Source: an optimization exercise on an open RTL-to-GDS flow (aim: small area, a short achievable clock period and few clock cycles). Production flows keep margins and buffers that such runs may drop. No run shown here included a check of the RTL's function; only the layout flow was run. Power figures rest on the tool's default switching activity, not on a simulated workload.

==> flow/design.v (outline; a module is shown in full before it is edited, if it fits) <==
// module mvm_axil_slave: 105 lines
// module mvm_operand_buffer: 22 lines
// module mvm_engine: 85 lines
// module mvm_dot: 2808 lines
// module mvm_top: 130 lines
// module mvm_accel: 41 lines
module mvm_accel (
  input  wire        clk_main_a0,
  input  wire        rst_main_n_sync,
  input  wire        awvalid,
  input  wire [31:0] awaddr,
  input  wire        wvalid,
  input  wire [31:0] wdata,
  input  wire        bready,
  input  wire        arvalid,
  input  wire [31:0] araddr,
  input  wire        rready,
  output wire        awready,
  output wire        wready,
  output wire        bvalid,
  output wire [1:0]  bresp,
  output wire        arready,
  output wire        rvalid,
  output wire [31:0] rdata,
  output wire [1:0]  rresp
);
  // ...
==> flow/flow/run.sh <==
#!/bin/bash
# The standard layout, with timing repair asked to leave more setup slack
# than the clock period needs, so that it also shortens the paths that
# already meet the period.
set -euo pipefail
bash standard.sh SETUP_SLACK_MARGIN=8 finish > standard_flow.log 2>&1
==> flow/standard.sh <==
#!/bin/bash
# synth_recipe.tcl (not shown) runs the flow's synth.tcl, then flattens the netlist and writes it again
# the make line also repeats each setting of config.mk as NAME=value (left out here)
make -C /OpenROAD-flow-scripts/flow DESIGN_CONFIG=/design/flow/config.mk WORK_HOME=/design/flow/orfs CLKGATE_MAP_FILE= SYNTH_SCRIPT=/design/flow/synth_recipe.tcl "${@:-finish}"
==> flow/config.mk <==
export PLATFORM = sky130hd
export DESIGN_NAME = mvm_accel
export DESIGN_NICKNAME = mvm_accel
export VERILOG_FILES = /design/flow/design.v
export SDC_FILE = /design/flow/constraint.sdc
export NUM_CORES = 4
export LEC_CHECK = 0
export CAP_MARGIN = 20
export CORE_MARGIN = 2
export CORE_UTILIZATION = 40
export SLEW_MARGIN = 20
==> flow/constraint.sdc <==
create_clock -name core_clock -period 12.0 [get_ports {clk_main_a0}]
set_input_delay 2.4000 -clock core_clock [delete_from_list [all_inputs] [get_ports {clk_main_a0}]]
set_output_delay 2.4000 -clock core_clock [all_outputs]
set_load 0.01 [all_outputs]
==> results.sh, run 1 <==
export IMPL_max_freq_mhz=236
export IMPL_setup_tns_ns=0
export IMPL_synth_ff_latch_count=2623
export IMPL_reg_largest_list="u_top.u_buffer.ring (2176), u_top.u_engine.vcur (128), u_top.u_engine.vsh (112)"
export IMPL_place_gp_congestion=0.990
export IMPL_p_clk_mw=7.68
export IMPL_drv_cap=0
export IMPL_syn_area_um2=75800
export IMPL_wl_per_cell_um=23.7
export IMPL_grt_use_total_pct=21.2
export IMPL_fin_crit_ns=4.23
export IMPL_layout_drive_gt1_share_pct=17.5
export IMPL_clockPowerShare_pct=43.3
export IMPL_comb_power_mw=0.678
export IMPL_start_util_pct=40.3
export IMPL_crit_start="u_top.u_engine.vcur[3]$_DFFE_PP_"
export IMPL_synth_most_common_cell="dfxtp_1"
export IMPL_synth_cell_types=77
export IMPL_synth_compound_area_share_pct=1.69
export IMPL_regMostFlops="u_top.u_buffer.ring"
export IMPL_status="timing/DRC/antenna clean"
export IMPL_cts_max_path_buffers=3
export IMPL_path_max_fanout=3
export IMPL_synth_edff_count=232
export IMPL_combPwrFrac_pct=3.8
export IMPL_min_path_cells=0
export IMPL_largestClassByArea="flip-flops and latches"
export IMPL_final_antenna_net_count=0
export IMPL_clk_insertion_delay_late_ns=0.92
export IMPL_min_from="u_top.u_buffer.ring[578]$_DFF_P_"
export IMPL_cp_end_kind="flop"
export IMPL_first_global_vias=40100
export IMPL_synthAdderAreaFrac_pct=9.55
export IMPL_met1_usage_pct=28.1
export IMPL_p_per_area_nw_per_um2=195
export IMPL_wirelength_um=205000
export IMPL_synth_top_family_by_area="adder cells"
==> run 2, diff against run 1 <==
--- a/flow/design.v
+++ b/flow/design.v
@@ -1480,147 +1480,147 @@
   logic s1239;
   logic c1240;
   logic s1241;
   logic s1242;
   logic s1243;
   logic s1244;
   logic s1245;
   logic s1246;
-  logic s1247;
-  logic c1248;
-  logic s1249;
-  logic c1250;
-  logic s1251;
-  logic c1252;
-  logic s1253;
-  logic c1254;
-  logic s1255;
-  logic c1256;
-  logic s1257;
-  logic c1258;
-  logic s1259;
-  logic c1260;
-  logic s1261;
-  logic c1262;
-  logic s1263;
-  logic c1264;
-  logic s1265;
-  logic s1266;
-  logic s1267;
-  logic s1268;
+  logic p1247;
+  logic p1248;
+  logic p1249;
+  logic p1250;
+  logic p1251;
+  logic p1252;
+  logic p1253;
+  logic p1254;
+  logic p1255;
+  logic p1256;
+  logic p1257;
+  logic p1258;
+  logic p1259;
+  logic p1260;
+  logic p1261;
+  logic p1262;
+  logic p1263;
+  logic p1264;
+  logic p1265;
+  logic p1266;
+  logic p1267;
+  logic p1268;
   logic p1269;
   logic p1270;
   logic p1271;
   logic p1272;
   logic p1273;
   logic p1274;
   logic p1275;
   logic p1276;
   logic p1277;
   logic p1278;
   logic p1279;
   logic p1280;
   logic p1281;
   logic p1282;
-  logic p1283;
-  logic p1284;
-  logic p1285;
-  logic p1286;
-  logic p1287;
-  logic p1288;
-  logic p1289;
-  logic p1290;
-  logic p1291;
-  logic p1292;
-  logic p1293;
-  logic p1294;
-  logic p1295;
-  logic p1296;
-  logic p1297;
-  logic p1298;
-  logic p1299;
-  logic p1300;
-  logic p1301;
-  logic p1302;
-  logic p1303;
-  logic p1304;
+  logic s1283;
+  logic c1284;
+  logic s1285;
+  logic c1286;
+  logic s1287;
+  logic c1288;
+  logic s1289;
+  logic c1290;
+  logic s1291;
+  logic c1292;
+  logic s1293;
+  logic c1294;
+  logic s1295;
+  logic c1296;
+  logic s1297;
+  logic c1298;
+  logic s1299;
+  logic c1300;
+  logic s1301;
+  logic c1302;
+  logic s1303;
+  logic c1304;
   logic s1305;
   logic c1306;
   logic s1307;
   logic c1308;
   logic s1309;
   logic c1310;
   logic s1311;
   logic c1312;
   logic s1313;
   logic c1314;
   logic s1315;
   logic c1316;
   logic s1317;
-  logic c1318;
+  logic s1318;
   logic s1319;
-  logic c1320;
+  logic s1320;
   logic s1321;
-  logic c1322;
+  logic s1322;
   logic s1323;
   logic c1324;
   logic s1325;
   logic c1326;
   logic s1327;
   logic c1328;
   logic s1329;
   logic c1330;
   logic s1331;
   logic c1332;
   logic s1333;
-  logic s1334;
+  logic c1334;
   logic s1335;
-  logic s1336;
+  logic c1336;
   logic s1337;
-  logic s1338;
-  logic c1339;
-  logic s1340;
-  logic c1341;
-  logic s1342;
-  logic c1343;
-  logic s1344;
-  logic c1345;
+  logic c1338;
+  logic s1339;
+  logic c1340;
+  logic s1341;
+  logic c1342;
+  logic s1343;
+  logic c1344;
+  logic s1345;
   logic s1346;
-  logic c1347;
+  logic s1347;
   logic s1348;
-  logic c1349;
-  logic s1350;
-  logic c1351;
-  logic s1352;
-  logic c1353;
-  logic s1354;
-  logic c1355;
-  logic s1356;
+  logic s1349;
+  logic c1350;
+  logic s1351;
+  logic c1352;
+  logic s1353;
+  logic c1354;
+  logic s1355;
+  logic c1356;
   logic s1357;
-  logic s1358;
+  logic c1358;
   logic s1359;
-  logic c1360;
+  logic s1360;
   logic s1361;
   logic c1362;
   logic s1363;
   logic c1364;
   logic s1365;
   logic c1366;
   logic s1367;
   logic s1368;
   logic s1369;
   logic c1370;
   logic s1371;
   logic c1372;
   logic s1373;
   logic s1374;
   logic c1375;
   logic s1376;
-  logic [27:0] q1;
+  logic [43:0] q1;
   logic [12:0] q2;
   assign p1 = a[0] & b[0];
   assign p2 = a[0] & b[1];
   assign p3 = a[0] & b[2];
   assign p4 = a[0] & b[3];
   assign p5 = a[0] & b[4];
   assign p6 = a[0] & b[5];
   assign p7 = a[0] & b[6];
@@ -2858,185 +2858,201 @@
   assign s1239 = s1197 ^ s1199 ^ s817;
   assign c1240 = (s1197 & s1199) | (s1197 & s817) | (s1199 & s817);
   assign s1241 = c1186 ^ c1188 ^ c1190;
   assign s1242 = c1192 ^ c1194 ^ c1196;
   assign s1243 = c1198 ^ c1200 ^ s1201;
   assign s1244 = s1202 ^ s1203 ^ s1204;
   assign s1245 = s1205 ^ s1206 ^ s1207;
   assign s1246 = s1208 ^ s1209 ^ s1210;
-  assign s1247 = s1211 ^ s887 ^ s599;
-  assign c1248 = (s1211 & s887) | (s1211 & s599) | (s887 & s599);
-  assign s1249 = c1212 ^ s1213 ^ s1215;
-  assign c1250 = (c1212 & s1213) | (c1212 & s1215) | (s1213 & s1215);
-  assign s1251 = c1214 ^ c1216 ^ s1217;
-  assign c1252 = (c1214 & c1216) | (c1214 & s1217) | (c1216 & s1217);
-  assign s1253 = s1219 ^ s1221 ^ s939;
-  assign c1254 = (s1219 & s1221) | (s1219 & s939) | (s1221 & s939);
-  assign s1255 = c1218 ^ c1220 ^ c1222;
-  assign c1256 = (c1218 & c1220) | (c1218 & c1222) | (c1220 & c1222);
-  assign s1257 = s1223 ^ s1225 ^ s1227;
-  assign c1258 = (s1223 & s1225) | (s1223 & s1227) | (s1225 & s1227);
-  assign s1259 = c1224 ^ c1226 ^ c1228;
-  assign c1260 = (c1224 & c1226) | (c1224 & c1228) | (c1226 & c1228);
-  assign s1261 = c1230 ^ s1231 ^ s1233;
-  assign c1262 = (c1230 & s1231) | (c1230 & s1233) | (s1231 & s1233);
-  assign s1263 = s1235 ^ s1237 ^ s1239;
-  assign c1264 = (s1235 & s1237) | (s1235 & s1239) | (s1237 & s1239);
-  assign s1265 = c1232 ^ c1234 ^ c1236;
-  assign s1266 = c1238 ^ c1240 ^ s1241;
-  assign s1267 = s1242 ^ s1243 ^ s1244;
-  assign s1268 = s1245 ^ s1246;
   always_ff @(posedge clk_main_a0) begin
     q1[0] <= s1044;
     q1[1] <= s1151;
-    q1[2] <= s1247;
-    q1[3] <= c1248;
-    q1[4] <= s1249;
-    q1[5] <= s1070;
-    q1[6] <= c1250;
-    q1[7] <= s1251;
-    q1[8] <= s1253;
-    q1[9] <= c1252;
-    q1[10] <= c1254;
-    q1[11] <= s1255;
-    q1[12] <= s1257;
-    q1[13] <= s1229;
-    q1[14] <= s749;
-    q1[15] <= c1256;
-    q1[16] <= c1258;
-    q1[17] <= s1259;
-    q1[18] <= s1261;
-    q1[19] <= s1263;
-    q1[20] <= s819;
-    q1[21] <= c1260;
-    q1[22] <= c1262;
-    q1[23] <= c1264;
-    q1[24] <= s1265;
-    q1[25] <= s1266;
-    q1[26] <= s1267;
-    q1[27] <= s1268;
+    q1[2] <= s1211;
+    q1[3] <= s887;
+    q1[4] <= s599;
+    q1[5] <= c1212;
+    q1[6] <= s1213;
+    q1[7] <= s1215;
+    q1[8] <= s1070;
+    q1[9] <= c1214;
+    q1[10] <= c1216;
+    q1[11] <= s1217;
+    q1[12] <= s1219;
+    q1[13] <= s1221;
+    q1[14] <= s939;
+    q1[15] <= c1218;
+    q1[16] <= c1220;
+    q1[17] <= c1222;
+    q1[18] <= s1223;
+    q1[19] <= s1225;
+    q1[20] <= s1227;
+    q1[21] <= s1229;
+    q1[22] <= s749;
+    q1[23] <= c1224;
+    q1[24] <= c1226;
+    q1[25] <= c1228;
+    q1[26] <= c1230;
+    q1[27] <= s1231;
+    q1[28] <= s1233;
+    q1[29] <= s1235;
+    q1[30] <= s1237;
+    q1[31] <= s1239;
+    q1[32] <= s819;
+    q1[33] <= c1232;
+    q1[34] <= c1234;
+    q1[35] <= c1236;
+    q1[36] <= c1238;
+    q1[37] <= c1240;
+    q1[38] <= s1241;
+    q1[39] <= s1242;
+    q1[40] <= s1243;
+    q1[41] <= s1244;
+    q1[42] <= s1245;
+    q1[43] <= s1246;
   end
-  assign p1269 = a2[0] & b[8];
-  assign p1270 = a2[0] & b[9];
-  assign p1271 = a2[0] & b[10];
-  assign p1272 = a2[0] & b[11];
-  assign p1273 = a2[0] & b[12];
-  assign p1274 = a2[0] & b[13];
-  assign p1275 = a2[0] & b[14];
-  assign p1276 = a2[0] & b[15];
-  assign p1277 = a2[1] & b[8];
-  assign p1278 = a2[1] & b[9];
-  assign p1279 = a2[1] & b[10];
-  assign p1280 = a2[1] & b[11];
-  assign p1281 = a2[1] & b[12];
-  assign p1282 = a2[1] & b[13];
-  assign p1283 = a2[1] & b[14];
-  assign p1284 = a2[2] & b[8];
-  assign p1285 = a2[2] & b[9];
-  assign p1286 = a2[2] & b[10];
-  assign p1287 = a2[2] & b[11];
-  assign p1288 = a2[2] & b[12];
-  assign p1289 = a2[2] & b[13];
-  assign p1290 = a2[3] & b[8];
-  assign p1291 = a2[3] & b[9];
-  assign p1292 = a2[3] & b[10];
-  assign p1293 = a2[3] & b[11];
-  assign p1294 = a2[3] & b[12];
-  assign p1295 = a2[4] & b[8];
-  assign p1296 = a2[4] & b[9];
-  assign p1297 = a2[4] & b[10];
-  assign p1298 = a2[4] & b[11];
-  assign p1299 = a2[5] & b[8];
-  assign p1300 = a2[5] & b[9];
-  assign p1301 = a2[5] & b[10];
-  assign p1302 = a2[6] & b[8];
-  assign p1303 = a2[6] & b[9];
-  assign p1304 = a2[7] & b[8];
-  assign s1305 = q1[1] ^ p1270 ^ p1277;
-  assign c1306 = (q1[1] & p1270) | (q1[1] & p1277) | (p1270 & p1277);
-  assign s1307 = q1[2] ^ p1271 ^ p1278;
-  assign c1308 = (q1[2] & p1271) | (q1[2] & p1278) | (p1271 & p1278);
-  assign s1309 = q1[3] ^ q1[4] ^ q1[5];
-  assign c1310 = (q1[3] & q1[4]) | (q1[3] & q1[5]) | (q1[4] & q1[5]);
-  assign s1311 = p1272 ^ p1279 ^ p1285;
-  assign c1312 = (p1272 & p1279) | (p1272 & p1285) | (p1279 & p1285);
-  assign s1313 = q1[6] ^ q1[7] ^ q1[8];
-  assign c1314 = (q1[6] & q1[7]) | (q1[6] & q1[8]) | (q1[7] & q1[8]);
-  assign s1315 = p1273 ^ p1280 ^ p1286;
-  assign c1316 = (p1273 & p1280) | (p1273 & p1286) | (p1280 & p1286);
-  assign s1317 = q1[9] ^ q1[10] ^ q1[11];
-  assign c1318 = (q1[9] & q1[10]) | (q1[9] & q1[11]) | (q1[10] & q1[11]);
-  assign s1319 = q1[12] ^ q1[13] ^ q1[14];
-  assign c1320 = (q1[12] & q1[13]) | (q1[12] & q1[14]) | (q1[13] & q1[14]);
-  assign s1321 = p1274 ^ p1281 ^ p1287;
-  assign c1322 = (p1274 & p1281) | (p1274 & p1287) | (p1281 & p1287);
-  assign s1323 = p1292 ^ p1296 ^ p1299;
-  assign c1324 = (p1292 & p1296) | (p1292 & p1299) | (p1296 & p1299);
-  assign s1325 = q1[15] ^ q1[16] ^ q1[17];
-  assign c1326 = (q1[15] & q1[16]) | (q1[15] & q1[17]) | (q1[16] & q1[17]);
-  assign s1327 = q1[18] ^ q1[19] ^ q1[20];
-  assign c1328 = (q1[18] & q1[19]) | (q1[18] & q1[20]) | (q1[19] & q1[20]);
-  assign s1329 = p1275 ^ p1282 ^ p1288;
-  assign c1330 = (p1275 & p1282) | (p1275 & p1288) | (p1282 & p1288);
-  assign s1331 = p1293 ^ p1297 ^ p1300;
-  assign c1332 = (p1293 & p1297) | (p1293 & p1300) | (p1297 & p1300);
-  assign s1333 = q1[21] ^ q1[22] ^ q1[23];
-  assign s1334 = q1[24] ^ q1[25] ^ q1[26];
-  assign s1335 = q1[27] ^ p1276 ^ p1283;
-  assign s1336 = p1289 ^ p1294 ^ p1298;
-  assign s1337 = p1301 ^ p1303 ^ p1304;
-  assign s1338 = c1306 ^ s1307 ^ p1284;
-  assign c1339 = (c1306 & s1307) | (c1306 & p1284) | (s1307 & p1284);
-  assign s1340 = c1308 ^ s1309 ^ s1311;
-  assign c1341 = (c1308 & s1309) | (c1308 & s1311) | (s1309 & s1311);
-  assign s1342 = c1310 ^ c1312 ^ s1313;
-  assign c1343 = (c1310 & c1312) | (c1310 & s1313) | (c1312 & s1313);
-  assign s1344 = s1315 ^ p1291 ^ p1295;
-  assign c1345 = (s1315 & p1291) | (s1315 & p1295) | (p1291 & p1295);
+  assign p1247 = a2[0] & b[8];
+  assign p1248 = a2[0] & b[9];
+  assign p1249 = a2[0] & b[10];
+  assign p1250 = a2[0] & b[11];
+  assign p1251 = a2[0] & b[12];
+  assign p1252 = a2[0] & b[13];
+  assign p1253 = a2[0] & b[14];
+  assign p1254 = a2[0] & b[15];
+  assign p1255 = a2[1] & b[8];
+  assign p1256 = a2[1] & b[9];
+  assign p1257 = a2[1] & b[10];
+  assign p1258 = a2[1] & b[11];
+  assign p1259 = a2[1] & b[12];
+  assign p1260 = a2[1] & b[13];
+  assign p1261 = a2[1] & b[14];
+  assign p1262 = a2[2] & b[8];
+  assign p1263 = a2[2] & b[9];
+  assign p1264 = a2[2] & b[10];
+  assign p1265 = a2[2] & b[11];
+  assign p1266 = a2[2] & b[12];
+  assign p1267 = a2[2] & b[13];
+  assign p1268 = a2[3] & b[8];
+  assign p1269 = a2[3] & b[9];
+  assign p1270 = a2[3] & b[10];
+  assign p1271 = a2[3] & b[11];
+  assign p1272 = a2[3] & b[12];
+  assign p1273 = a2[4] & b[8];
+  assign p1274 = a2[4] & b[9];
+  assign p1275 = a2[4] & b[10];
+  assign p1276 = a2[4] & b[11];
+  assign p1277 = a2[5] & b[8];
+  assign p1278 = a2[5] & b[9];
+  assign p1279 = a2[5] & b[10];
+  assign p1280 = a2[6] & b[8];
+  assign p1281 = a2[6] & b[9];
+  assign p1282 = a2[7] & b[8];
+  assign s1283 = q1[1] ^ p1248 ^ p1255;
+  assign c1284 = (q1[1] & p1248) | (q1[1] & p1255) | (p1248 & p1255);
+  assign s1285 = q1[2] ^ q1[3] ^ q1[4];
+  assign c1286 = (q1[2] & q1[3]) | (q1[2] & q1[4]) | (q1[3] & q1[4]);
+  assign s1287 = p1249 ^ p1256 ^ p1262;
+  assign c1288 = (p1249 & p1256) | (p1249 & p1262) | (p1256 & p1262);
+  assign s1289 = q1[5] ^ q1[6] ^ q1[7];
+  assign c1290 = (q1[5] & q1[6]) | (q1[5] & q1[7]) | (q1[6] & q1[7]);
+  assign s1291 = q1[8] ^ p1250 ^ p1257;
+  assign c1292 = (q1[8] & p1250) | (q1[8] & p1257) | (p1250 & p1257);
+  assign s1293 = q1[9] ^ q1[10] ^ q1[11];
+  assign c1294 = (q1[9] & q1[10]) | (q1[9] & q1[11]) | (q1[10] & q1[11]);
+  assign s1295 = q1[12] ^ q1[13] ^ q1[14];
+  assign c1296 = (q1[12] & q1[13]) | (q1[12] & q1[14]) | (q1[13] & q1[14]);
+  assign s1297 = p1251 ^ p1258 ^ p1264;
+  assign c1298 = (p1251 & p1258) | (p1251 & p1264) | (p1258 & p1264);
+  assign s1299 = q1[15] ^ q1[16] ^ q1[17];
+  assign c1300 = (q1[15] & q1[16]) | (q1[15] & q1[17]) | (q1[16] & q1[17]);
+  assign s1301 = q1[18] ^ q1[19] ^ q1[20];
+  assign c1302 = (q1[18] & q1[19]) | (q1[18] & q1[20]) | (q1[19] & q1[20]);
+  assign s1303 = q1[21] ^ q1[22] ^ p1252;
+  assign c1304 = (q1[21] & q1[22]) | (q1[21] & p1252) | (q1[22] & p1252);
+  assign s1305 = p1259 ^ p1265 ^ p1270;
+  assign c1306 = (p1259 & p1265) | (p1259 & p1270) | (p1265 & p1270);
+  assign s1307 = q1[23] ^ q1[24] ^ q1[25];
+  assign c1308 = (q1[23] & q1[24]) | (q1[23] & q1[25]) | (q1[24] & q1[25]);
+  assign s1309 = q1[26] ^ q1[27] ^ q1[28];
+  assign c1310 = (q1[26] & q1[27]) | (q1[26] & q1[28]) | (q1[27] & q1[28]);
+  assign s1311 = q1[29] ^ q1[30] ^ q1[31];
+  assign c1312 = (q1[29] & q1[30]) | (q1[29] & q1[31]) | (q1[30] & q1[31]);
+  assign s1313 = q1[32] ^ p1253 ^ p1260;
+  assign c1314 = (q1[32] & p1253) | (q1[32] & p1260) | (p1253 & p1260);
+  assign s1315 = p1266 ^ p1271 ^ p1275;
+  assign c1316 = (p1266 & p1271) | (p1266 & p1275) | (p1271 & p1275);
+  assign s1317 = q1[33] ^ q1[34] ^ q1[35];
+  assign s1318 = q1[36] ^ q1[37] ^ q1[38];
+  assign s1319 = q1[39] ^ q1[40] ^ q1[41];
+  assign s1320 = q1[42] ^ q1[43] ^ p1254;
+  assign s1321 = p1261 ^ p1267 ^ p1272;
+  assign s1322 = p1276 ^ p1279 ^ p1281;
+  assign s1323 = c1284 ^ s1285 ^ s1287;
+  assign c1324 = (c1284 & s1285) | (c1284 & s1287) | (s1285 & s1287);
+  assign s1325 = c1286 ^ c1288 ^ s1289;
+  assign c1326 = (c1286 & c1288) | (c1286 & s1289) | (c1288 & s1289);
+  assign s1327 = s1291 ^ p1263 ^ p1268;
+  assign c1328 = (s1291 & p1263) | (s1291 & p1268) | (p1263 & p1268);
+  assign s1329 = c1290 ^ c1292 ^ s1293;
+  assign c1330 = (c1290 & c1292) | (c1290 & s1293) | (c1292 & s1293);
+  assign s1331 = s1295 ^ s1297 ^ p1269;
+  assign c1332 = (s1295 & s1297) | (s1295 & p1269) | (s1297 & p1269);
+  assign s1333 = c1294 ^ c1296 ^ c1298;
+  assign c1334 = (c1294 & c1296) | (c1294 & c1298) | (c1296 & c1298);
+  assign s1335 = s1299 ^ s1301 ^ s1303;
+  assign c1336 = (s1299 & s1301) | (s1299 & s1303) | (s1301 & s1303);
+  assign s1337 = s1305 ^ p1274 ^ p1277;
+  assign c1338 = (s1305 & p1274) | (s1305 & p1277) | (p1274 & p1277);
+  assign s1339 = c1300 ^ c1302 ^ c1304;
+  assign c1340 = (c1300 & c1302) | (c1300 & c1304) | (c1302 & c1304);
+  assign s1341 = c1306 ^ s1307 ^ s1309;
+  assign c1342 = (c1306 & s1307) | (c1306 & s1309) | (s1307 & s1309);
+  assign s1343 = s1311 ^ s1313 ^ s1315;
+  assign c1344 = (s1311 & s1313) | (s1311 & s1315) | (s1313 & s1315);
+  assign s1345 = c1308 ^ c1310 ^ c1312;
   assign s1346 = c1314 ^ c1316 ^ s1317;
-  assign c1347 = (c1314 & c1316) | (c1314 & s1317) | (c1316 & s1317);
-  assign s1348 = s1319 ^ s1321 ^ s1323;
-  assign c1349 = (s1319 & s1321) | (s1319 & s1323) | (s1321 & s1323);
-  assign s1350 = c1318 ^ c1320 ^ c1322;
-  assign c1351 = (c1318 & c1320) | (c1318 & c1322) | (c1320 & c1322);
-  assign s1352 = c1324 ^ s1325 ^ s1327;
-  assign c1353 = (c1324 & s1325) | (c1324 & s1327) | (s1325 & s1327);
-  assign s1354 = s1329 ^ s1331 ^ p1302;
-  assign c1355 = (s1329 & s1331) | (s1329 & p1302) | (s1331 & p1302);
-  assign s1356 = c1326 ^ c1328 ^ c1330;
-  assign s1357 = c1332 ^ s1333 ^ s1334;
-  assign s1358 = s1335 ^ s1336 ^ s1337;
-  assign s1359 = c1339 ^ s1340 ^ p1290;
-  assign c1360 = (c1339 & s1340) | (c1339 & p1290) | (s1340 & p1290);
-  assign s1361 = c1341 ^ s1342 ^ s1344;
-  assign c1362 = (c1341 & s1342) | (c1341 & s1344) | (s1342 & s1344);
-  assign s1363 = c1343 ^ c1345 ^ s1346;
-  assign c1364 = (c1343 & c1345) | (c1343 & s1346) | (c1345 & s1346);
-  assign s1365 = c1347 ^ c1349 ^ s1350;
-  assign c1366 = (c1347 & c1349) | (c1347 & s1350) | (c1349 & s1350);
-  assign s1367 = c1351 ^ c1353 ^ c1355;
-  assign s1368 = s1356 ^ s1357 ^ s1358;
-  assign s1369 = c1362 ^ s1363 ^ s1348;
-  assign c1370 = (c1362 & s1363) | (c1362 & s1348) | (s1363 & s1348);
-  assign s1371 = c1364 ^ s1365 ^ s1352;
-  assign c1372 = (c1364 & s1365) | (c1364 & s1352) | (s1365 & s1352);
+  assign s1347 = s1318 ^ s1319 ^ s1320;
+  assign s1348 = s1321 ^ s1322 ^ p1282;
+  assign s1349 = c1324 ^ s1325 ^ s1327;
+  assign c1350 = (c1324 & s1325) | (c1324 & s1327) | (s1325 & s1327);
+  assign s1351 = c1326 ^ c1328 ^ s1329;
+  assign c1352 = (c1326 & c1328) | (c1326 & s1329) | (c1328 & s1329);
+  assign s1353 = c1330 ^ c1332 ^ s1333;
+  assign c1354 = (c1330 & c1332) | (c1330 & s1333) | (c1332 & s1333);
+  assign s1355 = c1334 ^ c1336 ^ c1338;
+  assign c1356 = (c1334 & c1336) | (c1334 & c1338) | (c1336 & c1338);
+  assign s1357 = s1339 ^ s1341 ^ s1343;
+  assign c1358 = (s1339 & s1341) | (s1339 & s1343) | (s1341 & s1343);
+  assign s1359 = c1340 ^ c1342 ^ c1344;
+  assign s1360 = s1345 ^ s1346 ^ s1347;
+  assign s1361 = c1350 ^ s1351 ^ s1331;
+  assign c1362 = (c1350 & s1351) | (c1350 & s1331) | (s1351 & s1331);
+  assign s1363 = c1352 ^ s1353 ^ s1335;
+  assign c1364 = (c1352 & s1353) | (c1352 & s1335) | (s1353 & s1335);
+  assign s1365 = c1354 ^ s1355 ^ s1357;
+  assign c1366 = (c1354 & s1355) | (c1354 & s1357) | (s1355 & s1357);
+  assign s1367 = c1356 ^ c1358 ^ s1359;
+  assign s1368 = s1360 ^ s1348;
+  assign s1369 = c1362 ^ s1363 ^ s1337;
+  assign c1370 = (c1362 & s1363) | (c1362 & s1337) | (s1363 & s1337);
+  assign s1371 = c1364 ^ s1365 ^ p1278;
+  assign c1372 = (c1364 & s1365) | (c1364 & p1278) | (s1365 & p1278);
   assign s1373 = c1366 ^ s1367 ^ s1368;
   always_ff @(posedge clk_main_a0) begin
     q2[0] <= q1[0];
-    q2[1] <= p1269;
-    q2[2] <= s1305;
-    q2[3] <= s1338;
-    q2[4] <= s1359;
-    q2[5] <= c1360;
-    q2[6] <= s1361;
+    q2[1] <= p1247;
+    q2[2] <= s1283;
+    q2[3] <= s1323;
+    q2[4] <= s1349;
+    q2[5] <= s1361;
+    q2[6] <= p1273;
     q2[7] <= s1369;
     q2[8] <= c1370;
     q2[9] <= s1371;
-    q2[10] <= s1354;
+    q2[10] <= p1280;
     q2[11] <= c1372;
     q2[12] <= s1373;
   end
   assign s1374 = q2[8] ^ q2[9] ^ q2[10];
   assign c1375 = (q2[8] & q2[9]) | (q2[8] & q2[10]) | (q2[9] & q2[10]);
   assign s1376 = q2[11] ^ q2[12];
   assign s = {c1375, s1374, q2[7], q2[5], q2[4], q2[3], q2[2], q2[0]} + {s1376, 1'b0, 1'b0, q2[6], 1'b0, 1'b0, 1'b0, q2[1]};
 endmodule
==> flow/flow/run.sh (replaced) <==
#!/bin/bash
# The standard layout, with timing repair asked to leave more setup slack
# than the clock period needs, so that it also shortens the paths that
# already meet the period, and plain buffers on the ports.
set -euo pipefail
export BUFFER_PORTS_ARGS="-buffer_cell sky130_fd_sc_hd__buf_2"
bash standard.sh SETUP_SLACK_MARGIN=8.3 finish > standard_flow.log 2>&1
==> flow/config.mk (replaced) <==
export PLATFORM = sky130hd
export DESIGN_NAME = mvm_accel
export DESIGN_NICKNAME = mvm_accel
export VERILOG_FILES = /design/flow/design.v
export SDC_FILE = /design/flow/constraint.sdc
export NUM_CORES = 4
export LEC_CHECK = 0
export CAP_MARGIN = 20
export CORE_MARGIN = 2
export CORE_UTILIZATION = 60
export CTS_BUF_LIST = sky130_fd_sc_hd__clkbuf_8
export CTS_CLUSTER_SIZE = 30
export SLEW_MARGIN = 20
==> run 2 against run 1 <==
  * Routed wire length fell by 5.7%
  * First-iteration DRC count increased by 24%
  * Clock skew rose by 0.052 ns
  * Utilization is 21 points higher
  * Register-to-register slack gained 0.46 ns
  * Highest routed layer unchanged
==> results.sh, run 2 <==
export IMPL_status="timing/DRC/antenna clean"
export IMPL_grt_overflow=0
export IMPL_synth_most_common_cell="dfxtp_1"
export IMPL_dpl_instance_area_um2=79300
export IMPL_first_global_vias=40500
export IMPL_viasPerCell=5.11
export IMPL_syn_area_um2=76500
export IMPL_synth_ff_latch_count=2639
export IMPL_ys_seq_area_share_pct=72.1
export IMPL_hold_violations=0
export IMPL_numCtsBuffers=387
export IMPL_drc=0
export IMPL_final_fill_count=8918
export IMPL_ys_flop_type="dfxtp_1"
export IMPL_synth_cell_types=86
export IMPL_final_common_cell="dfxtp_1"
export IMPL_synth_edff_count=232
export IMPL_ir_worst_vdd_mv=0.178
export IMPL_min_period_over_period_pct=34.3
export IMPL_netlist_top_cells_count="dfxtp_1, nand2_1, inv_1, fa_1, and2_1"
export IMPL_layout_drive_gt1_share_pct=18.9
export IMPL_yosys_top_cells_area="dfxtp_1, edfxtp_1, fa_1, nand2_1, and2_1"
export IMPL_clk_insertion_delay_late_ns=1.05
export IMPL_multi_input_area_um2=19900
export IMPL_io_pins=144
export IMPL_cp_slowest_cell="edfxtp_1"
export IMPL_yosysTopAreaCellShare_pct=63.0
export IMPL_maxSlewHeadroom_pct=28.6
export IMPL_setup_viol=0
export IMPL_core_area_um2=127000
export IMPL_grt_pass1_wl_um=273000
export IMPL_drv_cap=0
export IMPL_required_ns=9.60
export IMPL_die_h_um=361
export IMPL_cts_tree="yes"
export IMPL_wl_per_cell_um=24.0
export IMPL_postSynth_asyncResetShare_pct=0
export IMPL_rows=131
export IMPL_postLayoutCellArea_um2=88700
export IMPL_largest_reg_flops=2176
export IMPL_clk_pin_slew_worst_paths_ns=0.06
export IMPL_worstHoldPathType="flop to flop"
export IMPL_maxSlewViolCount=0
export IMPL_syn_to_final_growth_pct=15.9
export IMPL_port_buffers=139
export IMPL_reg_largest_list="u_top.u_buffer.ring (2176), u_top.u_engine.vcur (128), u_top.u_engine.vsh (112)"
export IMPL_first_pass_iters=5
export IMPL_finalClockSkew_ns=0.140
export IMPL_die_w_um=361
export IMPL_clock_root_buffer="clkbuf_8"
export IMPL_drt_iter0_drc=3831
export IMPL_startpoint_type="flop"
export IMPL_vias=41100
export IMPL_cp_end_kind="primary output"
export IMPL_start_util_pct=60.2
export IMPL_cp_top_family="flip-flops"
export IMPL_max_freq_mhz=243
export IMPL_p_per_area_nw_per_um2=189
export IMPL_wirelength_um=193000
export IMPL_syn_avg_cell_area_um2=14.0
export IMPL_rsz0062_at_grt="true"
export IMPL_arrival_ns=1.72
export IMPL_max_stage_delay_ns=0.52
export IMPL_grt_use_total_pct=29.8
export IMPL_regMostFlops="u_top.u_buffer.ring"
export IMPL_final_antenna_net_count=0
export IMPL_layout_nets=6583
export IMPL_synth_top_area_cell="dfxtp_1"
export IMPL_fin_crit_ns=4.12
export IMPL_h_tree_depth=5
export IMPL_hpwl_um=130000
export IMPL_layout_common_cells="dfxtp_1, nand2_1, inv_1"
export IMPL_crit_chain="buf_6"
export IMPL_path_class="flop to primary output"
export IMPL_path_max_fanout=1
export IMPL_grt_max_degree=84
export IMPL_tightest_slew_ns=1.07
export IMPL_setup_tns_ns=0
export IMPL_leakage_nw=36.5
export IMPL_critPathBufInv=1
export IMPL_clock_sink_count=2639
export IMPL_antenna_found_initial=39
export IMPL_regArea_um2=55300
export IMPL_place_gp_congestion=1.02
export IMPL_syn_inst=5455
export IMPL_cts_max_path_buffers=4
export IMPL_dieArea_um2=130000
export IMPL_yosysWarnings=5
-- run 2: cell types whose count changed in the layout (fill, tap and decap cells not counted), moves of 50 or more --
cell             previous run  this run
inv_1                     258       484
fa_1                      271       329
clkbuf_8                   50       463
nand2_1                   818       768
clkbuf_16                 243         0
and2_1                    249       312
buf_2                      22       130
fa_2                       73        15
clkdlybuf4s50_1           101         0
-- run 2: logic make-up after synthesis --
logic type,count (synthesis),synth area share [%]
simple gates,1335,8.25
xor+xnor,293,3.35
mux,163,2.86
buf+inv,468,2.37
compound gates,184,1.64
fa+ha+maj,372,9.46
flops,2639,72.1
other cells,1,0.00490
-- run 2: area by class of cell --
| class | instances | area share, % |
|---|---|---|
| Multi-Input combinational cell | 2355 | 22.4 |
| Tap cell | 1662 | 2.34 |
| Clock buffer | 463 | 7.18 |
| Antenna cell | 10 | 0.0282 |
| Sequential cell | 2639 | 62.3 |
| Inverter | 360 | 1.53 |
| Clock inverter | 190 | 1.07 |
| Timing Repair Buffer | 365 | 3.11 |
-- run 2: path summary, 6_finish.rpt --
| kind | from | to | slack [ns] | depth (start not counted) |
|---|---|---|---|---|
| setup / recovery | u_top.u_slave.rdata[12]$_DFFE_PP_ | rdata[12] | 7.88 | 1 |
| hold / removal | u_top.u_buffer.ring[799]$_DFF_P_ | u_top.u_buffer.ring[927]$_DFF_P_ | 0.24 | 0 |
| setup reg to reg | u_top.u_engine.vcur[40]$_DFFE_PP_ | u_top.u_engine.u_dot.q1[43]$_DFF_P_ | 8.23 | 11 |
| hold reg to reg | u_top.u_buffer.ring[799]$_DFF_P_ | u_top.u_buffer.ring[927]$_DFF_P_ | 0.24 | 0 |
-- run 2: where the power goes --
part	total, mW	internal, mW	switching, mW
clock network	6.66	3.56	3.10
logic	0.609	0.241	0.368
registers	9.48	9.24	0.241
-- run 2: stage by stage --
step	worst slack, ns	std cells	hold slack, ns	total power [mW]	util, %
after floorplan	7.95	5458	0.310	9.92	-
after global routing	7.79	8036	0.242	17.4	69.8
final	7.88	8044	0.245	16.8	69.8
after global placement	6.41	7197	0.309	10.2	62.5
after detailed placement	6.30	7198	0.312	10.3	62.5
after CTS	7.76	8001	0.237	16.9	69.4
-- run 2: metal layers --
metal | wire [um] | part of all wire [%] | GRT usage, % | up-vias
met3 | 18000 | 9.3 | 8.12 | 510
met1 | 83300 | 43 | 41.7 | 20100
met4 | 10300 | 5.3 | 15.0 | 2
met5 | 7 | 0.0036 | 0 | -
li1 | - | - | - | 18500
met2 | 81300 | 42 | 43.0 | 1962
-- run 2: repair_timing --
action,CTS,global route
gates cloned,4,0
setup buffers,146,33
setup endpoints to repair,278,211
gates resized for setup,117,79
pin swaps,10,38
hold buffers,0,0
==> run 3, diff against run 2 <==
==> flow/flow/run.sh (replaced) <==
#!/bin/bash
# The standard layout, with timing repair asked to leave more setup slack
# than the clock period needs, so that it also shortens the paths that
# already meet the period.
set -euo pipefail
bash standard.sh SETUP_SLACK_MARGIN=8.3 finish > standard_flow.log 2>&1
--- a/flow/config.mk
+++ b/flow/config.mk
@@ -10,4 +10,2 @@
 export CORE_UTILIZATION = 60
-export CTS_BUF_LIST = sky130_fd_sc_hd__clkbuf_8
-export CTS_CLUSTER_SIZE = 30
 export SLEW_MARGIN = 20
==> run 3 against run 2 <==
  * Now fails the layout checks on antenna violations
  * Final cell count down 3.0%
  * Clock power up 13%
  * First-iteration DRC count up 2.7%
  * Synthesized cell count unchanged
  * Hold slack worse by 0.012 ns
  * Combinational power up 1%
  * Register-to-register slack worse by 0.06 ns
  * Sequential power about the same
  * Flip-flop and latch count unchanged
  * Global-route usage up 0.77 points
  * Sequential share of layout area down 0.71 points
  * Die area unchanged
==> results.sh, run 3 <==
export IMPL_tightest_slew_ns=1.10
export IMPL_min_period_over_period_pct=32.9
export IMPL_port_buffers=139
export IMPL_ys_seq_area_share_pct=72.1
export IMPL_place_gp_congestion=1.00
export IMPL_netlist_top_cells_count="dfxtp_1, nand2_1, inv_1, fa_1, and2_1"
export IMPL_seqPwrFrac_pct=53.9
export IMPL_clockPowerShare_pct=42.6
export IMPL_cts_hold_buf=0
export IMPL_clk_insertion_delay_late_ns=0.87
export IMPL_path_max_fanout=1
export IMPL_p_switching_mw=3.84
export IMPL_final_fill_count=8614
export IMPL_hold_violations=0
export IMPL_cts_max_path_buffers=3
export IMPL_numCtsBuffers=223
export IMPL_clock_sink_count=2639
export IMPL_wl_per_cell_um=25.3
export IMPL_combPwrFrac_pct=3.5
export IMPL_startpoint_type="flop"
export IMPL_synth_most_common_cell="dfxtp_1"
export IMPL_maxSlewViolCount=0
export IMPL_final_common_cell="dfxtp_1"
export IMPL_start_util_pct=60.2
export IMPL_die_w_um=361
export IMPL_critPathBufInv=1
export IMPL_synth_top_area_cell="dfxtp_1"
export IMPL_syn_inst=5455
export IMPL_max_freq_mhz=253
export IMPL_wirelength_um=197000
export IMPL_path_class="flop to primary output"
export IMPL_layout_nets=6405
export IMPL_setup_viol=0
export IMPL_grt_max_degree=79
export IMPL_syn_to_final_growth_pct=17.3
export IMPL_synth_cell_types=86
export IMPL_syn_avg_cell_area_um2=14.0
export IMPL_failed_checks="antenna violations"
export IMPL_ys_flop_type="dfxtp_1"
export IMPL_layout_common_cells="dfxtp_1, nand2_1, inv_1"
export IMPL_required_ns=9.60
export IMPL_p_per_area_nw_per_um2=196
export IMPL_hpwl_um=130000
export IMPL_yosys_top_cells_area="dfxtp_1, edfxtp_1, fa_1, nand2_1, and2_1"
export IMPL_cts_tree="yes"
export IMPL_cp_slowest_cell="edfxtp_1"
export IMPL_synth_ff_latch_count=2639
export IMPL_rsz0062_at_grt="true"
export IMPL_synth_edff_count=232
export IMPL_status="failed layout checks"
export IMPL_finalClockSkew_ns=0.108
export IMPL_io_pins=144
export IMPL_setup_tns_ns=0
export IMPL_fin_util_pct=70.7
export IMPL_first_global_vias=41100
export IMPL_drt_iter0_drc=3933
export IMPL_crit_chain="buf_6"
export IMPL_vias=40400
export IMPL_dieArea_um2=130000
export IMPL_finalNonFillerCells=7800
export IMPL_first_pass_iters=6
export IMPL_grt_pass1_wl_um=281000
export IMPL_rows=131
export IMPL_antenna_found_initial=44
export IMPL_largest_reg_flops=2176
export IMPL_place_inst=7191
export IMPL_clk_pin_slew_worst_paths_ns=0.07
export IMPL_cp_end_kind="primary output"
export IMPL_layout_drive_gt1_share_pct=16.4
export IMPL_die_h_um=361
export IMPL_final_antenna_net_count=1
export IMPL_fin_crit_ns=3.95
export IMPL_reg_largest_list="u_top.u_buffer.ring (2176), u_top.u_engine.vcur (128), u_top.u_engine.vsh (112)"
export IMPL_leakage_nw=36.1
export IMPL_netSwitchingFraction_pct=21.8
export IMPL_viasPerCell=5.18
export IMPL_power_total_mw=17.6
export IMPL_cp_top_family="flip-flops"
export IMPL_drc=0
export IMPL_yosysTopAreaCellShare_pct=63.0
export IMPL_yosysWarnings=5
export IMPL_clock_root_buffer="clkbuf_16"
export IMPL_h_tree_depth=4
export IMPL_core_area_um2=127000
export IMPL_worstHoldPathType="flop to flop"
export IMPL_arrival_ns=1.55
export IMPL_internal_power_mw=13.8
export IMPL_postSynth_asyncResetShare_pct=0
export IMPL_regMostFlops="u_top.u_buffer.ring"
export IMPL_ir_worst_vdd_mv=0.156
export IMPL_drv_cap=0
export IMPL_grt_overflow=0
export IMPL_syn_area_um2=76500
export IMPL_maxSlewHeadroom_pct=26.8
export IMPL_grt_use_total_pct=30.6
export IMPL_max_stage_delay_ns=0.51
## run 3: logic make-up after synthesis
kind of cell             share of synthesized area, %
adder cells (fa/ha/maj)                          9.46
multiplexers                                     2.86
buffers and inverters                            2.37
AO/OA/AOI/OAI                                    1.64
AND/OR/NAND/NOR                                  8.25
XOR/XNOR                                         3.35
other                                         0.00490
flip-flops                                       72.1
## run 3: layer usage
| layer | global-route usage, % | wire (um) |
|---|---|---|
| met5 | 0 | 41 |
| met4 | 14.3 | 9950 |
| met1 | 41.7 | 82600 |
| met2 | 45.7 | 85300 |
| met3 | 8.54 | 19400 |
## run 3: through the flow
stage / worst slack (ns) / hold WS, ns / area [um^2]
2_1_floorplan: 7.95 / 0.310 / 76600
3_3_place_gp: 6.48 / 0.310 / 80000
3_5_place_dp: 6.59 / 0.312 / 80000
4_1_cts: 7.96 / 0.230 / 89200
5_1_grt: 8.00 / 0.240 / 89700
6_report: 8.05 / 0.233 / 89800
## run 3: worst paths after layout
kind              cells after the start  slack (ns)                         startpoint                                   to
setup / recovery                      1        8.05  u_top.u_slave.rdata[11]$_DFFE_PP_                            rdata[11]
hold / removal                        0        0.23   u_top.u_buffer.ring[668]$_DFF_P_     u_top.u_buffer.ring[796]$_DFF_P_
setup reg to reg                     10        8.17  u_top.u_engine.vcur[25]$_DFFE_PP_  u_top.u_engine.u_dot.q1[21]$_DFF_P_
hold reg to reg                       0        0.23   u_top.u_buffer.ring[668]$_DFF_P_     u_top.u_buffer.ring[796]$_DFF_P_
## run 3: cell type report
| type | count | area [um^2] | share of cell area [%] |
|---|---|---|---|
| diodes | 12 | 30.0 | 0.0335 |
| multi-input cells | 2354 | 20000 | 22.2 |
| repair buffers | 352 | 3100 | 3.45 |
| clock inverters | 106 | 1350 | 1.50 |
| inverters | 360 | 1350 | 1.51 |
| clock buffers | 315 | 6590 | 7.34 |
| flip-flops and latches | 2639 | 55300 | 61.6 |
| well taps | 1662 | 2080 | 2.32 |
## run 3: power by group through the flow
stage | Sequential, mW | Combinational [mW] | Clock [mW]
after global placement | 9.66 | 0.593 | 0
after floorplan | 9.53 | 0.394 | 0
after global routing | 9.49 | 0.681 | 7.97
after CTS | 9.47 | 0.607 | 7.62
after detailed placement | 9.66 | 0.606 | 0
final | 9.48 | 0.615 | 7.50
## run 3: repair_timing
| item | in CTS | in global routing |
|---|---|---|
| buffers inserted | 142 | 28 |
| setup endpoints to repair | 250 | 204 |
| resized for setup | 305 | 136 |
| pin swaps | 25 | 57 |
| cloned | 5 | 1 |
==> module mvm_axil_slave, before the edit <==
module mvm_axil_slave (
  input  logic        clk_main_a0,
  input  logic        rst_main_n_sync,
  input  logic        awvalid,
  input  logic [31:0] awaddr,
  input  logic        wvalid,
  input  logic [31:0] wdata,
  input  logic        bready,
  input  logic        arvalid,
  input  logic [31:0] araddr,
  input  logic        rready,
  output logic        awready,
  output logic        wready,
  output logic        bvalid,
  output logic [1:0]  bresp,
  output logic        arready,
  output logic        rvalid,
  output logic [31:0] rdata,
  output logic [1:0]  rresp,
  input  logic        load_ok_next,
  output logic        wr_do,
  output logic        wr_data,
  output logic [31:0] wr_word,
  input  logic        busy_next,
  input  logic        result_zero,
  input  logic [127:0] result
);
  logic        aw_got, w_got;
  logic        aw_hs, w_hs;
  logic        aw_got_n, w_got_n, pair;
  logic        bvalid_n;
  logic        wr_scr;
  logic [31:0] scratch;
  logic [1:0]  rd_ptr;
  logic [31:0] rd_word;
  logic        rvalid_n;
  assign aw_hs    = awvalid && awready;
  assign w_hs     = wvalid && wready;
  assign aw_got_n = aw_got || aw_hs;
  assign w_got_n  = w_got || w_hs;
  assign pair     = aw_got_n && w_got_n;
  assign bvalid_n = pair || (bvalid && !bready);
  always_ff @(posedge clk_main_a0) begin
    if (!rst_main_n_sync) begin
      aw_got  <= 1'b0;
      w_got   <= 1'b0;
      bvalid  <= 1'b0;
      wr_do   <= 1'b0;
      awready <= 1'b1;
      wready  <= 1'b1;
    end else begin
      aw_got  <= aw_got_n && !pair;
      w_got   <= w_got_n && !pair;
      bvalid  <= bvalid_n;
      wr_do   <= pair;
      awready <= !(aw_got_n && !pair) && !bvalid_n && load_ok_next;
      wready  <= !(w_got_n && !pair) && !bvalid_n && load_ok_next;
    end
  end
  always_ff @(posedge clk_main_a0) begin
    if (aw_hs) begin
      wr_data <= awaddr == mvm_pkg::data_addr;
      wr_scr  <= awaddr == mvm_pkg::scratch_addr;
    end
    if (w_hs) begin
      wr_word <= wdata;
    end
  end
  always_ff @(posedge clk_main_a0) begin
    if (!rst_main_n_sync) begin
      scratch <= '0;
    end else if (wr_do && wr_scr) begin
      scratch <= wr_word;
    end
  end
  always_comb begin
    case (araddr)
      mvm_pkg::data_addr:    rd_word = result_zero ? 32'h0 : result[32*rd_ptr +: 32];
      mvm_pkg::status_addr:  rd_word = {31'h0, busy_next};
      mvm_pkg::scratch_addr: rd_word = scratch;
      default:               rd_word = mvm_pkg::unimpl_value;
    endcase
  end
  assign rvalid_n = (arvalid && arready) || (rvalid && !rready);
  always_ff @(posedge clk_main_a0) begin
    if (!rst_main_n_sync) begin
      rvalid  <= 1'b0;
      arready <= 1'b1;
      rd_ptr  <= '0;
    end else begin
      rvalid  <= rvalid_n;
      arready <= !rvalid_n;
      if (arvalid && arready && araddr == mvm_pkg::data_addr) begin
        rd_ptr <= rd_ptr + 1'b1;
      end
    end
  end
  always_ff @(posedge clk_main_a0) begin
    if (arvalid && arready) begin
      rdata <= rd_word;
    end
  end
  assign bresp = 2'b00;
  assign rresp = 2'b00;
endmodule
==> module mvm_operand_buffer, before the edit <==
module mvm_operand_buffer (
  input  logic         clk_main_a0,
  input  logic [3:0]   lane_wr,
  input  logic [31:0]  word,
  output logic [127:0] tap,
  output logic [7:0]   tap_late
);
  logic [mvm_pkg::ring_len-1:0][127:0] ring;
  always_ff @(posedge clk_main_a0) begin
    for (int q = 0; q < mvm_pkg::ring_len; q++) begin
      for (int j = 0; j < 4; j++) begin
        if (q == 2 * j && lane_wr[j]) begin
          ring[q][32*j +: 32] <= word;
        end else begin
          ring[q][32*j +: 32] <= ring[(q + mvm_pkg::ring_len - 1) % mvm_pkg::ring_len][32*j +: 32];
        end
      end
    end
  end
  assign tap      = ring[mvm_pkg::tap_pos];
  assign tap_late = ring[mvm_pkg::tap_pos + 1][15:8];
endmodule
==> module mvm_engine, before the edit <==
module mvm_engine (
  input  logic         clk_main_a0,
  input  logic         rst_main_n_sync,
  input  logic         trig,
  input  logic [31:0]  count,
  input  logic         bubble,
  input  logic [127:0] tap,
  input  logic [7:0]   tap_late,
  output logic         busy,
  output logic         busy_next,
  output logic         result_zero,
  output logic [127:0] result
);
  logic              first;
  logic [31:0]       cnt;
  logic [127:0]      vcur;
  logic [13:0][7:0]  vsh;
  logic              late;
  logic [15:0][7:0]  vnew;
  logic [7:0]        s;
  logic              load_vec;
  logic              load_new;
  mvm_dot u_dot (
    .clk_main_a0 (clk_main_a0),
    .a           (tap),
    .a2          (tap_late),
    .b           (vcur),
    .s           (s)
  );
  always_ff @(posedge clk_main_a0) begin
    vsh <= {vsh[12:0], s};
  end
  always_comb begin
    for (int r = 0; r < 16; r++) begin
      if (r == 3 || r == 1) begin
        vnew[r] = s;
      end else begin
        vnew[r] = vsh[((r + 12) * 9) % 17];
      end
    end
  end
  assign load_vec = bubble && (trig || (busy && first));
  assign load_new = bubble && busy && !first;
  always_ff @(posedge clk_main_a0) begin
    for (int r = 0; r < 16; r++) begin
      if (load_vec) begin
        vcur[8*r +: 8] <= tap[8*r +: 8];
      end else if (r != 1 && load_new) begin
        vcur[8*r +: 8] <= vnew[r];
      end else if (r == 1 && late) begin
        vcur[8*r +: 8] <= vnew[r];
      end
    end
  end
  assign result = vcur;
  always_comb begin
    busy_next = busy;
    if (trig) begin
      busy_next = !(bubble && count == 32'd0);
    end else if (busy && bubble) begin
      busy_next = first ? (cnt != 32'd0) : (cnt != 32'd1);
    end
    if (!rst_main_n_sync) begin
      busy_next = 1'b0;
    end
  end
  always_ff @(posedge clk_main_a0) begin
    busy <= busy_next;
    late <= rst_main_n_sync && load_new;
    if (!rst_main_n_sync) begin
      result_zero <= 1'b1;
    end else if (load_vec) begin
      result_zero <= 1'b0;
    end
    if (trig) begin
      first <= !bubble;
      cnt   <= count;
    end else if (busy && bubble) begin
      first <= 1'b0;
      if (!first) begin
        cnt <= cnt - 32'd1;
      end
    end
  end
endmodule
==> module mvm_top, before the edit <==
module mvm_top (
  input  logic        clk_main_a0,
  input  logic        rst_main_n_sync,
  input  logic        awvalid,
  input  logic [31:0] awaddr,
  input  logic        wvalid,
  input  logic [31:0] wdata,
  input  logic        bready,
  input  logic        arvalid,
  input  logic [31:0] araddr,
  input  logic        rready,
  output logic        awready,
  output logic        wready,
  output logic        bvalid,
  output logic [1:0]  bresp,
  output logic        arready,
  output logic        rvalid,
  output logic [31:0] rdata,
  output logic [1:0]  rresp
);
  logic         wr_do;
  logic         wr_data;
  logic [31:0]  wr_word;
  logic         load_ok_next;
  logic         busy, busy_next;
  logic         result_zero;
  logic [127:0] result;
  logic [127:0] tap;
  logic [7:0]   tap_late;
  logic [4:0]   ph;         
  logic [6:0]   widx;       
  logic [4:0]   tgt;        
  logic [4:0]   btap;       
  logic         ld;
  logic         trig;
  logic [3:0]   lane_wr;
  logic [6:0]   widx_n;
  logic [4:0]   tgt_n;
  logic [4:0]   need;
  mvm_axil_slave u_slave (
    .clk_main_a0     (clk_main_a0),
    .rst_main_n_sync (rst_main_n_sync),
    .awvalid         (awvalid),
    .awaddr          (awaddr),
    .wvalid          (wvalid),
    .wdata           (wdata),
    .bready          (bready),
    .arvalid         (arvalid),
    .araddr          (araddr),
    .rready          (rready),
    .awready         (awready),
    .wready          (wready),
    .bvalid          (bvalid),
    .bresp           (bresp),
    .arready         (arready),
    .rvalid          (rvalid),
    .rdata           (rdata),
    .rresp           (rresp),
    .load_ok_next    (load_ok_next),
    .wr_do           (wr_do),
    .wr_data         (wr_data),
    .wr_word         (wr_word),
    .busy_next       (busy_next),
    .result_zero     (result_zero),
    .result          (result)
  );
  assign ld   = wr_do && wr_data && !busy;
  assign trig = ld && (widx == 7'd68);
  always_comb begin
    for (int j = 0; j < 4; j++) begin
      lane_wr[j] = ld && (widx != 7'd68) && (widx[1:0] == j[1:0]);
    end
  end
  always_comb begin
    widx_n = widx;
    tgt_n  = tgt;
    if (ld) begin
      widx_n = (widx == 7'd68) ? 7'd0 : widx + 7'd1;
      if (widx == 7'd0) begin
        tgt_n = mvm_pkg::add17(ph, 5'd1);
      end else if (widx[1:0] == 2'd3) begin
        tgt_n = mvm_pkg::add17(tgt, 5'd8);
      end
    end
    if (!rst_main_n_sync) begin
      widx_n = '0;
    end
  end
  always_comb begin
    case (widx_n[1:0])
      2'd0:    need = mvm_pkg::add17(ph, 5'd3);
      2'd1:    need = mvm_pkg::add17(ph, 5'd1);
      2'd2:    need = mvm_pkg::add17(ph, 5'd16);
      default: need = mvm_pkg::add17(ph, 5'd14);
    endcase
  end
  assign load_ok_next = (widx_n == 7'd0) || (widx_n == 7'd68) || (need == tgt_n);
  always_ff @(posedge clk_main_a0) begin
    if (!rst_main_n_sync) begin
      ph <= '0;
    end else begin
      ph <= (ph == 5'd16) ? 5'd0 : ph + 5'd1;
    end
    widx <= widx_n;
    tgt  <= tgt_n;
    if (ld && widx == 7'd67) begin
      btap <= mvm_pkg::add17(tgt, mvm_pkg::tap_pos);
    end
  end
  mvm_operand_buffer u_buffer (
    .clk_main_a0 (clk_main_a0),
    .lane_wr     (lane_wr),
    .word        (wr_word),
    .tap         (tap),
    .tap_late    (tap_late)
  );
  mvm_engine u_engine (
    .clk_main_a0     (clk_main_a0),
    .rst_main_n_sync (rst_main_n_sync),
    .trig            (trig),
    .count           (wr_word),
    .bubble          (ph == btap),
    .tap             (tap),
    .tap_late        (tap_late),
    .busy            (busy),
    .busy_next       (busy_next),
    .result_zero     (result_zero),
    .result          (result)
  );
endmodule
==> run 4, diff against run 3 <==
--- a/flow/design.v
+++ b/flow/design.v
@@ -53,2 +53,3 @@
   logic [31:0] rd_word;
+  logic [31:0] rdata_hold;
   logic        rvalid_n;
@@ -117,4 +118,5 @@
     if (arvalid && arready) begin
-      rdata <= rd_word;
+      rdata_hold <= rd_word;
     end
+    rdata <= ((arvalid && arready) || !rvalid) ? rd_word : rdata_hold;
   end
@@ -129,2 +131,4 @@
   input  logic [31:0]  word,
+  input  logic [13:0]  res_wr,
+  input  logic [7:0]   res,
   output logic [127:0] tap,
@@ -135,7 +139,11 @@
     for (int q = 0; q < mvm_pkg::ring_len; q++) begin
-      for (int j = 0; j < 4; j++) begin
-        if (q == 2 * j && lane_wr[j]) begin
-          ring[q][32*j +: 32] <= word;
-        end else begin
-          ring[q][32*j +: 32] <= ring[(q + mvm_pkg::ring_len - 1) % mvm_pkg::ring_len][32*j +: 32];
+      for (int e = 0; e < 16; e++) begin
+        ring[q][8*e +: 8] <= ring[(q + mvm_pkg::ring_len - 1) % mvm_pkg::ring_len][8*e +: 8];
+        for (int k = 1; k <= 14; k++) begin
+          if (q == (10 + k) % 17 && e == (16 + 17 * 2 - 2 * k) % 17 && res_wr[k-1]) begin
+            ring[q][8*e +: 8] <= res;
+          end
+        end
+        if (q == 2 * (e / 4) && lane_wr[e / 4]) begin
+          ring[q][8*e +: 8] <= word[8*(e % 4) +: 8];
         end
@@ -157,2 +165,4 @@
   input  logic [7:0]   tap_late,
+  output logic [13:0]  res_wr,
+  output logic [7:0]   res,
   output logic         busy,
@@ -165,5 +175,4 @@
   logic [127:0]      vcur;
-  logic [13:0][7:0]  vsh;
   logic              late;
-  logic [15:0][7:0]  vnew;
+  logic [4:0]        jcnt;
   logic [7:0]        s;
@@ -179,13 +188,10 @@
   always_ff @(posedge clk_main_a0) begin
-    vsh <= {vsh[12:0], s};
+    jcnt <= bubble ? 5'd1 : jcnt + 5'd1;
   end
   always_comb begin
-    for (int r = 0; r < 16; r++) begin
-      if (r == 3 || r == 1) begin
-        vnew[r] = s;
-      end else begin
-        vnew[r] = vsh[((r + 12) * 9) % 17];
-      end
+    for (int k = 1; k <= 14; k++) begin
+      res_wr[k-1] = busy && !first && (jcnt == k + 2);
     end
   end
+  assign res = s;
   assign load_vec = bubble && (trig || (busy && first));
@@ -196,6 +202,8 @@
         vcur[8*r +: 8] <= tap[8*r +: 8];
-      end else if (r != 1 && load_new) begin
-        vcur[8*r +: 8] <= vnew[r];
+      end else if (r == 3 && load_new) begin
+        vcur[8*r +: 8] <= s;
       end else if (r == 1 && late) begin
-        vcur[8*r +: 8] <= vnew[r];
+        vcur[8*r +: 8] <= s;
+      end else if (r != 1 && r != 3 && load_new) begin
+        vcur[8*r +: 8] <= tap[8*r +: 8];
       end
@@ -3089,2 +3097,4 @@
   logic [7:0]   tap_late;
+  logic [13:0]  res_wr;
+  logic [7:0]   res;
   logic [4:0]   ph;         
@@ -3173,2 +3183,4 @@
     .word        (wr_word),
+    .res_wr      (res_wr),
+    .res         (res),
     .tap         (tap),
@@ -3184,2 +3196,4 @@
     .tap_late        (tap_late),
+    .res_wr          (res_wr),
+    .res             (res),
     .busy            (busy),
==> flow/flow/run.sh (replaced) <==
#!/bin/bash
# The standard layout, with timing repair asked to leave more setup slack
# than the clock period needs, so that it also shortens the paths that
# already meet the period, and plain buffers on the ports.
set -euo pipefail
export BUFFER_PORTS_ARGS="-buffer_cell sky130_fd_sc_hd__buf_2"
bash standard.sh SETUP_SLACK_MARGIN=8.5 finish > standard_flow.log 2>&1
--- a/flow/config.mk
+++ b/flow/config.mk
@@ -10,2 +10,4 @@
 export CORE_UTILIZATION = 60
+export CTS_CLUSTER_DIAMETER = 100
+export CTS_CLUSTER_SIZE = 30
 export SLEW_MARGIN = 20
==> run 4 against run 3 <==
  * Now clean on timing, DRC and antenna
  * Hold slack better by 0.040 ns
  * Global-route usage is 0.084 points higher
  * Routed wire length is 0.44% higher
  * Non-clock buffer count is 25 higher
  * Total power is 21% lower
  * Sequential share of layout area is 2.1 points higher
  * Critical path depth is 8 higher
  * Worst setup slack better by 0.13 ns
  * Clock power is 45% lower
==> results.sh, run 4 <==
export IMPL_power_total_mw=13.9
export IMPL_synth_ff_latch_count=2564
export IMPL_tightest_slew_ns=1.11
export IMPL_reg_largest_list="u_top.u_buffer.ring (2176), u_top.u_engine.vcur (128), u_top.u_engine.u_dot.q1 (44)"
export IMPL_syn_avg_cell_area_um2=13.8
export IMPL_timing_rr_end="u_top.u_engine.u_dot.q1[31]$_DFF_P_"
export IMPL_place_gp_congestion=1.01
export IMPL_regMostFlops="u_top.u_buffer.ring"
export IMPL_setup_tns_ns=0
export IMPL_viasPerCell=5.28
export IMPL_crit_end="u_top.u_slave.rdata[21]$_DFF_P_"
export IMPL_largest_reg_flops=2176
export IMPL_r2r_cells=10
export IMPL_fin_ws_ns=8.18
export IMPL_syn_inst=5480
export IMPL_port_buffers=139
export IMPL_hold_violations=0
export IMPL_postLayoutCellArea_um2=84400
export IMPL_status="timing/DRC/antenna clean"
export IMPL_synth_cell_types=77
export IMPL_grt_pass1_wl_um=276000
export IMPL_dp_slack_ns=6.51
export IMPL_cts_max_path_buffers=3
export IMPL_leakage_nw=33.4
export IMPL_p_per_area_nw_per_um2=164
export IMPL_place_inst=7204
export IMPL_grt_use_total_pct=30.7
export IMPL_fin_util_pct=67.3
export IMPL_finalClockSkew_ns=0.0680
export IMPL_yosysTopAreaCellShare_pct=61.7
export IMPL_required_ns=12.70
export IMPL_dpl_instance_area_um2=78600
export IMPL_dieArea_um2=129000
export IMPL_drv_cap=0
export IMPL_clock_sink_count=2564
export IMPL_layout_nets=6329
export IMPL_min_period_over_period_pct=31.8
export IMPL_die_h_um=359
export IMPL_timing_rr_start="u_top.u_engine.vcur[109]$_DFFE_PP_"
export IMPL_postSynth_asyncResetShare_pct=0
export IMPL_netlist_top_cells_count="dfxtp_1, nand2_1, inv_1, fa_1, and2_1"
export IMPL_ys_flop_type="dfxtp_1"
export IMPL_synth_top_area_cell="dfxtp_1"
export IMPL_yosysWarnings=5
export IMPL_hpwl_um=134000
export IMPL_syn_area_um2=75600
export IMPL_path_max_fanout=8
export IMPL_wl_per_cell_um=26.3
export IMPL_wirelength_um=198000
export IMPL_h_tree_depth=3
export IMPL_cts_tree="yes"
export IMPL_yosys_top_cells_area="dfxtp_1, edfxtp_1, fa_1, nand2_1, and2_1"
export IMPL_maxSlewHeadroom_pct=26.3
export IMPL_core_area_um2=125000
export IMPL_clk_pin_slew_worst_paths_ns=0.12
export IMPL_drt_iter0_drc=3851
export IMPL_first_pass_iters=6
export IMPL_first_global_vias=38500
export IMPL_crit_start="araddr[17]"
export IMPL_numCtsBuffers=99
export IMPL_clk_insertion_delay_late_ns=0.80
export IMPL_cp_end_kind="flop"
export IMPL_antenna_found_initial=38
export IMPL_maxSlewViolCount=0
export IMPL_grt_overflow=0
export IMPL_layout_common_cells="dfxtp_1, nand2_1, inv_1"
export IMPL_drc=0
export IMPL_grt_max_degree=74
export IMPL_rsz0062_at_grt="true"
export IMPL_final_common_cell="dfxtp_1"
export IMPL_startpoint_type="primary input"
export IMPL_vias=39900
export IMPL_finalNonFillerCells=7543
export IMPL_fin_crit_ns=3.82
export IMPL_path_class="primary input to flop"
export IMPL_ys_seq_area_share_pct=71.0
export IMPL_layout_drive_gt1_share_pct=17.1
export IMPL_syn_to_final_growth_pct=11.7
export IMPL_rows=130
export IMPL_io_pins=144
export IMPL_start_util_pct=60.3
export IMPL_clock_root_buffer="clkbuf_16"
export IMPL_synth_most_common_cell="dfxtp_1"
export IMPL_arrival_ns=4.52
export IMPL_setup_viol=0
export IMPL_fin_hold_ws_ns=0.272
export IMPL_worstHoldPathType="flop to flop"
export IMPL_synth_edff_count=232
export IMPL_ir_worst_vdd_mv=0.158
export IMPL_max_freq_mhz=262
export IMPL_final_antenna_net_count=0
export IMPL_reg2reg_slack_ns=8.18
export IMPL_die_w_um=359
run 4: layout make-up:
class / count / area [um^2]
sequential: 2564 / 53800
fill: 9235 / 41000
multi-input combinational: 2414 / 21200
timing repair buffer: 377 / 3020
clock buffer: 127 / 2580
tap: 1650 / 2060
inverter: 391 / 1480
clock inverter: 15 / 333
antenna: 5 / 12.5
run 4: kinds of logic after synthesis:
| logic type | after synthesis | synth area share, % |
|---|---|---|
| compound gates | 297 | 2.39 |
| xor+xnor | 297 | 3.44 |
| other cells | 1 | 0.00496 |
| fa+ha+maj | 379 | 9.69 |
| mux | 187 | 3.11 |
| simple gates | 1244 | 7.85 |
| flops | 2564 | 71.0 |
| buf+inv | 511 | 2.57 |
run 4: power by group:
| part | leakage (nW) | internal [mW] | switching, mW |
|---|---|---|---|
| Clock | 1.39 | 1.58 | 2.51 |
| Sequential | 21.0 | 8.81 | 0.131 |
| Combinational | 11.1 | 0.274 | 0.546 |
run 4: worst max-delay path: stages:
cell	delay (ns)
buf_6	0.10
nor4_4	0.27
nand4_1	0.21
nor3_4	0.18
nor3b_4	0.32
buf_4	0.16
or3b_4	0.48
o22ai_2	0.22
mux2_4	0.16
run 4: worst min path at each step:
stage,start,end,slack (ns),cells past startpoint
final,u_top.u_buffer.ring[1965]$_DFF_P_,u_top.u_buffer.ring[2093]$_DFF_P_,0.27,0
after global routing,u_top.u_buffer.ring[1965]$_DFF_P_,u_top.u_buffer.ring[2093]$_DFF_P_,0.27,0
after CTS,u_top.u_buffer.ring[1965]$_DFF_P_,u_top.u_buffer.ring[2093]$_DFF_P_,0.27,0
after detailed placement,u_top.u_buffer.ring[878]$_DFF_P_,u_top.u_buffer.ring[1006]$_DFF_P_,0.31,0
after global placement,u_top.u_buffer.ring[617]$_DFF_P_,u_top.u_buffer.ring[745]$_DFF_P_,0.31,0
after floorplan,u_top.u_buffer.ring[872]$_DFF_P_,u_top.u_buffer.ring[1000]$_DFF_P_,0.31,0
run 4: repair_timing:
| action | 4_1_cts | 5_1_grt |
|---|---|---|
| pin swaps | 98 | 80 |
| gates resized for setup | 303 | 138 |
| hold buffers | 0 | 0 |
| endpoints found under the setup margin | 221 | 221 |
| gates cloned | 7 | 1 |
| setup buffers | 148 | 36 |
run 4: per-layer routing:
layer	up-vias	wire length, um	global-route usage [%]
li1	17900	-	-
met1	19800	85500	43.6
met5	-	27	0
met3	393	19000	7.95
met4	4	9030	12.3
met2	1779	84600	45.2

==> what the ideal ports hide <==
Ports are ideal in the flow. The routed layouts listed here were re-timed in OpenROAD.
Step 1 sets driving cells, clkbuf_16 on the clock port and buf_2 on the other inputs (assumed; they add their load-dependent delay and slew).
Step 2 adds t to the input delays and takes it off the output delays; t is the mean of the earliest and latest rising clock arrival at the registers after step 1. Input paths then give back, and output paths get back, about the clock's delay inside the block.
a / b / c = no drivers / after step 1 / after step 2; a / b = the first two.
run | t, ns | setup WS [ns] | clock arrival spread, ns | worst register clock-pin slew, ns
run 1 | 0.956 | 7.769 / 7.769 / 7.158 | 0.098 / 0.097 | 0.08 / 0.08
run 2 | 1.061 | 7.882 / 7.802 / 7.417 | 0.148 / 0.148 | 0.07 / 0.07
run 3 | 0.894 | 8.052 / 7.975 / 7.453 | 0.108 / 0.108 | 0.08 / 0.08
run 4 | 0.840 | 8.182 / 8.183 / 7.381 | 0.069 / 0.068 | 0.12 / 0.12
For run 4, which loses most, drivers alone change the setup slack by +0.001 ns; drivers and shift together by -0.801 ns.
